From an optimization exercise on the open Yosys and OpenROAD flow, aimed at small area; shortcuts taken in it are not production practice. The RTL was checked by simulation tests, not by an equivalence proof against the original design.

## oak
==> flow/design.v <==
package crtc_pkg;
   typedef logic [9:0]  hpos_t;
   typedef logic [9:0]  vpos_t;
   typedef logic [6:0]  col_t;
   typedef logic [3:0]  cline_t;
   typedef logic [4:0]  crow_t;
   typedef logic [14:0] vram_adr_t;
   typedef struct packed {
      logic   width80;
      cline_t lpc;
      col_t   xcurs;
      crow_t  ycurs;
   } crtc_cfg_t;
   typedef struct packed {
      hpos_t  hcnt;
      vpos_t  vcnt;
      logic   hdisp;
      logic   vdisp;
      logic   hsync;
      logic   vsync;
      cline_t cline;
      crow_t  crow;
      logic   line_end;
      logic   row_end;
      logic   frame_end;
   } beam_t;
   typedef struct packed {
      logic       we;
      col_t       adr;
      logic [7:0] data;
   } rowbuf_wr_t;
   typedef struct packed {
      logic dot;
      logic hsync;
      logic vsync;
   } pix_t;
endpackage
`timescale 1ns/1ns
module pc_crtc_top (
   input  logic                I_CLK,
   input  logic                I_RST,
   input  logic                port30_we,
   input  logic                crtc_we,
   input  logic                adr,
   input  logic [7:0]          data,
   input  logic [7:0]          ram_data,
   input  logic                busack,
   output crtc_pkg::vram_adr_t ram_adr,
   output logic                busreq,
   output logic [3:0]          vga_r,
   output logic [3:0]          vga_g,
   output logic [3:0]          vga_b,
   output logic                vga_hs,
   output logic                vga_vs
);
   logic       p30_we_q;
   logic       crtc_we_q;
   logic       busack_q;
   logic       adr_q;
   logic [7:0] data_q;
   logic [7:0] rdata;
   always_ff @(posedge I_CLK or posedge I_RST) begin
      if (I_RST) begin
         p30_we_q  <= 1'b0;
         crtc_we_q <= 1'b0;
      end else begin
         p30_we_q  <= port30_we;
         crtc_we_q <= crtc_we;
      end
   end
   always_ff @(posedge I_CLK) begin
      busack_q <= busack;
      adr_q  <= adr;
      data_q <= data;
      rdata  <= ram_data;
   end
   logic       cmd_we;
   logic       par_we;
   logic [2:0] seq_q;
   logic       width80;
   logic [3:0] lpc;
   logic [6:0] xcurs;
   logic [4:0] ycurs;
   assign cmd_we = crtc_we_q && adr_q;
   assign par_we = crtc_we_q && !adr_q;
   always_ff @(posedge I_CLK or posedge I_RST) begin
      if (I_RST) begin
         seq_q   <= 3'd0;
         width80 <= 1'b0;
         lpc     <= 4'd9;
         xcurs   <= 7'd0;
         ycurs   <= 5'd0;
      end else begin
         if (p30_we_q)
            width80 <= data_q[0];
         if (cmd_we) begin
            if (data_q == 8'h00)
               seq_q <= 3'd5;
            if (data_q == 8'h80)
               ycurs <= 5'd31;
            if (data_q == 8'h81)
               seq_q <= 3'd7;
         end
         if (par_we) begin
            if (seq_q == 3'd3)
               lpc <= data_q[3:0];
            if (seq_q == 3'd7)
               xcurs <= data_q[6:0];
            if (seq_q == 3'd6)
               ycurs <= data_q[4:0];
            if (seq_q != 3'd0)
               seq_q <= (seq_q == 3'd6) ? 3'd0 : seq_q - 3'd1;
         end
      end
   end
   logic [9:0] hcnt_q;
   logic [9:0] vcnt_q;
   logic [3:0] cline_q;
   logic [4:0] crow_q;
   logic       line_end;
   logic       row_end;
   logic       frame_end;
   logic       hdisp;
   logic       vdisp;
   always_ff @(posedge I_CLK or posedge I_RST) begin
      if (I_RST) begin
         hcnt_q <= '0;
         vcnt_q <= '0;
      end else if (hcnt_q == 10'd800 - 10'd1) begin
         hcnt_q <= '0;
         vcnt_q <= (vcnt_q == 10'd525 - 10'd1) ? '0 : vcnt_q + 10'd1;
      end else begin
         hcnt_q <= hcnt_q + 10'd1;
      end
   end
   assign line_end  = (hcnt_q == 10'd640 - 10'd1);
   assign frame_end = line_end && (vcnt_q == 10'd525 - 10'd1);
   assign row_end   = line_end && vcnt_q[0] && (cline_q == lpc);
   assign hdisp     = (hcnt_q < 10'd640);
   assign vdisp     = (vcnt_q < 10'd400);
   always_ff @(posedge I_CLK or posedge I_RST) begin
      if (I_RST) begin
         cline_q <= '0;
         crow_q  <= '0;
      end else begin
         if (frame_end || row_end)
            cline_q <= '0;
         else if (line_end && vcnt_q[0])
            cline_q <= cline_q + 4'd1;
         if (frame_end)
            crow_q <= '0;
         else if (row_end)
            crow_q <= crow_q + 5'd1;
      end
   end
   logic [11:0] base_q;
   logic [6:0]  count_q;
   logic        xfer;
   assign xfer = busreq && busack_q;
   always_ff @(posedge I_CLK or posedge I_RST) begin
      if (I_RST) begin
         busreq  <= 1'b0;
         base_q  <= 12'(15'h7300 >> 3);
      end else if (frame_end) begin
         busreq  <= 1'b1;
         base_q  <= 12'(15'h7300 >> 3);
      end else if (row_end) begin
         busreq  <= 1'b1;
         base_q  <= base_q + 12'(15'd120 >> 3);
      end else if (xfer && count_q == 7'd80 - 7'd1) begin
         busreq  <= 1'b0;
      end
   end
   always_ff @(posedge I_CLK) begin
      if (frame_end || row_end)
         count_q <= '0;
      else if (xfer)
         count_q <= count_q + 7'd1;
   end
   assign ram_adr = {base_q + {8'd0, count_q[6:3]}, count_q[2:0]};
   logic [4:1]      p_v;
   logic [4:1][6:0] p_col;
   logic [7:0]      rdata_d1;
   logic [7:0]      rdata_d2;
   logic [4:1]      hit;
   logic            ins_v;
   logic [4:0]      ins_g;
   logic [7:0]      wd;
   always_ff @(posedge I_CLK) begin
      p_v      <= {p_v[3:1], xfer};
      p_col    <= {p_col[3:1], count_q};
      rdata_d1 <= rdata;
      rdata_d2 <= rdata_d1;
   end
   for (genvar a = 1; a <= 4; a++) begin : g_hit
      assign hit[a] = p_v[a] && (p_col[a][1:0] == hcnt_q[1:0]);
   end
   assign ins_v = |hit;
   assign ins_g = ({5{hit[1]}} & p_col[1][6:2]) | ({5{hit[2]}} & p_col[2][6:2]) |
                  ({5{hit[3]}} & p_col[3][6:2]) | ({5{hit[4]}} & p_col[4][6:2]);
   assign wd    = ({8{hit[1]}} & ram_data) | ({8{hit[2]}} & rdata) |
                  ({8{hit[3]}} & rdata_d1) | ({8{hit[4]}} & rdata_d2);
   logic [19:0][7:0] rs0;
   logic [19:0][7:0] rs1;
   logic [19:0][7:0] rs2;
   logic [19:0][7:0] rs3;
   for (genvar g = 0; g < 20; g++) begin : g_ring
      always_ff @(posedge I_CLK) begin
         rs3[g] <= (ins_v && ins_g == 5'(g)) ? wd : rs0[g];
         rs2[g] <= rs3[g];
         rs1[g] <= rs2[g];
         rs0[g] <= rs1[g];
      end
   end
   logic [6:0] col_q;
   logic [7:0] xbyte;
   logic [1:0] nib_sel;
   logic [2:0] rd_ph;
   logic       rd_take;
   logic       rd_snoop;
   logic       rd_l;
   logic       rd_r;
   assign xbyte    = rs3[col_q[6:2]];
   assign nib_sel  = cline_q[2:1];
   assign rd_ph    = {1'b0, col_q[1:0]} + 3'd1;
   assign rd_take  = (hcnt_q[2:0] == rd_ph);
   assign rd_snoop = (hcnt_q[2:0] > rd_ph) && (hcnt_q[2:0] <= 3'd4) &&
                     p_v[2] && (p_col[2] == col_q);
   always_ff @(posedge I_CLK) begin
      if (rd_take) begin
         rd_l <= xbyte[{1'b0, nib_sel}];
         rd_r <= xbyte[{1'b1, nib_sel}];
      end else if (rd_snoop) begin
         rd_l <= rdata[{1'b0, nib_sel}];
         rd_r <= rdata[{1'b1, nib_sel}];
      end
   end
   logic       load;
   logic       shift_en;
   logic       show;
   logic       dot_a;
   logic       dot_b;
   logic [1:0] dot_n;
   logic       curs_q;
   logic       pix_dot;
   assign load     = (hcnt_q[2:0] == 3'd6) && (width80 || !hcnt_q[3]);
   assign shift_en = width80 || !hcnt_q[0];
   assign show     = hdisp && vdisp;
   always_ff @(posedge I_CLK) begin
      if (line_end)
         col_q <= '0;
      else if (load && hdisp)
         col_q <= col_q + 7'd1;
   end
   always_ff @(posedge I_CLK) begin
      if (load) begin
         dot_a  <= show && !cline_q[3] && rd_l;
         dot_b  <= show && !cline_q[3] && rd_r;
         dot_n  <= 2'd0;
         curs_q <= show && (col_q == xcurs) && (crow_q == ycurs);
      end else if (shift_en) begin
         dot_n <= dot_n + 2'd1;
         if (dot_n == 2'd3) begin
            dot_a <= dot_b;
            dot_b <= 1'b0;
         end
      end
   end
   logic lum_q;
   logic started;
   logic hd8;
   logic vs_low;
   assign hd8 = (hcnt_q >= 10'd8) && (hcnt_q < 10'd640 + 10'd8);
   always_ff @(posedge I_CLK)
      pix_dot <= dot_a ^ curs_q;
   always_ff @(posedge I_CLK or posedge I_RST) begin
      if (I_RST) begin
         lum_q   <= 1'b0;
         started <= 1'b0;
      end else begin
         lum_q   <= pix_dot && hd8 && vdisp;
         if (hcnt_q == 10'd8)
            started <= 1'b1;
      end
   end
   assign vga_r = {4{lum_q}};
   assign vga_g = {4{lum_q}};
   assign vga_b = {4{lum_q}};
   assign vs_low = (hcnt_q >= 10'd9) ?
                   (vcnt_q == 10'd490 || vcnt_q == 10'd490 + 10'd1) :
                   (vcnt_q == 10'd490 + 10'd1 || vcnt_q == 10'd492);
   assign vga_hs = started &&
                   !(hcnt_q >= 10'd656 + 10'd9 && hcnt_q < 10'd752 + 10'd9);
   assign vga_vs = started && !vs_low;
endmodule
export LEC_CHECK = 0
export CAP_MARGIN = 20
export CORE_MARGIN = 2
export CORE_UTILIZATION = 75
export SLEW_MARGIN = 20
create_clock -name core_clock -period 4.5 [get_ports {I_CLK}]
standard.sh (not shown) runs the stock make flow with config.mk's settings and CLKGATE_MAP_FILE= SYNTH_SCRIPT=/design/flow/synth_recipe.tcl, a recipe that flattens the netlist after the stock synthesis.
==> flow/flow/run.sh <==
#!/bin/bash
# The standard layout (standard.sh) with these changes:
#  - synthesis: the standard script, but ABC uses flow/area.abc
#  - CTS: no dummy loads for skew balancing, clkbuf_8 clock buffers in
#    sink clusters of at most 20
#  - port buffers: the smallest buffer cell
set -euo pipefail
here=$(pwd)
export FLOW_SYNTH_TCL="$here/synth_recipe.tcl"
export AREA_ABC_SCRIPT="$here/flow/area.abc"
export CTS_ARGS="-sink_clustering_enable -repair_clock_nets -sink_clustering_size 20 -sink_clustering_max_diameter 50 -buf_list sky130_fd_sc_hd__clkbuf_8 -dont_use_dummy_load"
export BUFFER_PORTS_ARGS="-buffer_cell sky130_fd_sc_hd__buf_1"
bash standard.sh SYNTH_SCRIPT="$here/flow/synth_area.tcl" finish > standard_flow.log 2>&1
==> flow/flow/area.abc <==
&get -n
&st
&syn4
&dch -f
&nf -R 1000 -p
&st
&syn4
&dch -f
&nf -R 1000 -p
&put
==> flow/flow/synth_area.tcl <==
# The standard synthesis (synth_recipe.tcl, sourced unchanged) with two
# differences: ABC maps the combinational logic with flow/area.abc, an
# area-recovering script, instead of ORFS's speed script; and the buffers
# on pass-through wires are buf_1 instead of buf_4.  Flip-flops are mapped
# before ABC runs, so the registers are the standard synthesis's.
set ::env(MIN_BUF_CELL_AND_PORTS) "sky130_fd_sc_hd__buf_1 A X"
proc abc {args} {
  set i [lsearch -exact $args -script]
  if {$i >= 0} { lset args [expr {$i + 1}] $::env(AREA_ABC_SCRIPT) }
  yosys abc {*}$args
}
source $::env(FLOW_SYNTH_TCL)
Input changes introduced in pine (baseline for comparison: oak):
-- flow/design.v --
<<< oak, line 161
      if (I_RST) begin
         busreq  <= 1'b0;
         base_q  <= 12'(15'h7300 >> 3);
      end else if (frame_end) begin
         busreq  <= 1'b1;
         base_q  <= 12'(15'h7300 >> 3);
      end else if (row_end) begin
         busreq  <= 1'b1;
         base_q  <= base_q + 12'(15'd120 >> 3);
      end else if (xfer && count_q == 7'd80 - 7'd1) begin
         busreq  <= 1'b0;
      end
   end
   always_ff @(posedge I_CLK) begin
      if (frame_end || row_end)
         count_q <= '0;
      else if (xfer)
         count_q <= count_q + 7'd1;
   end
   assign ram_adr = {base_q + {8'd0, count_q[6:3]}, count_q[2:0]};
>>> pine, line 161
      if (I_RST) begin
         busreq  <= 1'b0;
         count_q <= '0;
         base_q  <= 12'(15'h7300 >> 3);
      end else if (frame_end) begin
         busreq  <= 1'b1;
         count_q <= '0;
         base_q  <= 12'(15'h7300 >> 3);
      end else if (row_end) begin
         busreq  <= 1'b1;
         count_q <= '0;
         base_q  <= base_q + 12'(15'd120 >> 3);
      end else if (xfer) begin
         count_q <= count_q + 7'd1;
         if (count_q == 7'd80 - 7'd1)
            busreq <= 1'b0;
      end
   end
   assign ram_adr = {base_q + {8'd0, count_q[6:3]}, count_q[2:0]};
<<< oak, line 196
      assign hit[a] = p_v[a] && (p_col[a][1:0] == hcnt_q[1:0]);
   end
   assign ins_v = |hit;
   assign ins_g = ({5{hit[1]}} & p_col[1][6:2]) | ({5{hit[2]}} & p_col[2][6:2]) |
                  ({5{hit[3]}} & p_col[3][6:2]) | ({5{hit[4]}} & p_col[4][6:2]);
   assign wd    = ({8{hit[1]}} & ram_data) | ({8{hit[2]}} & rdata) |
                  ({8{hit[3]}} & rdata_d1) | ({8{hit[4]}} & rdata_d2);
   logic [19:0][7:0] rs0;
   logic [19:0][7:0] rs1;
>>> pine, line 195
      assign hit[a] = p_v[a] && (p_col[a][1:0] == hcnt_q[1:0]);
   end
   always_comb begin
      ins_v = |hit;
      ins_g = 5'd0;
      wd    = 8'd0;
      for (int a = 1; a <= 4; a++) begin
         ins_g = ins_g | ({5{hit[a]}} & p_col[a][6:2]);
      end
      wd = ({8{hit[1]}} & ram_data) | ({8{hit[2]}} & rdata) |
           ({8{hit[3]}} & rdata_d1) | ({8{hit[4]}} & rdata_d2);
   end
   logic [19:0][7:0] rs0;
   logic [19:0][7:0] rs1;
==> comparison <==
- Looking at pine and oak, the final cell area excluding filler cells is a wash.
- Compared pine against oak; standard cell core area within noise.
- pine reports its slowest cell on the critical path as sky130_fd_sc_hd__or4_1 while oak reports sky130_fd_sc_hd__dfrtp_1.
- The source of the critical timing path comes out hcnt_q[5] in one run and hcnt_q[0] in the other, namely in pine and oak respectively.
- Met2 track utilization from global routing, pine and oak: higher on oak
- Delta (pine minus oak): via count decreased 122; detailed-route wire length increased 1.1%; xor/xnor cell area share of the yosys netlist increased 0.24 points; setup slack decreased 0.054 ns.

afterwards: timing with drivers on the ports:
The results above use ideal ports. As a check the final layouts listed here were re-extracted and re-timed, cells and wires unchanged.
Step 1 sets driving cells, clkbuf_16 on the clock port and buf_2 on the other inputs (assumed; they add their load-dependent delay and slew).
Step 2 moves the port delays by t, midway between the first and last clock arrival at a register: inputs arrive t later, outputs are due t later. That takes back most of the time a late clock gives input paths.
Slacks: ideal ports / drivers / drivers and shift; pairs: ideal ports / drivers.
| run | t (ns) | slack for setup (ns) | slew at the worst register clock pin (ns) |
|---|---|---|---|
| oak | 0.623 | 0.774 / 0.723 / 0.847 | 0.12 / 0.12 |
| pine | 0.635 | 0.721 / 0.673 / 0.826 | 0.12 / 0.12 |
After both steps setup and hold are still met in every run listed.
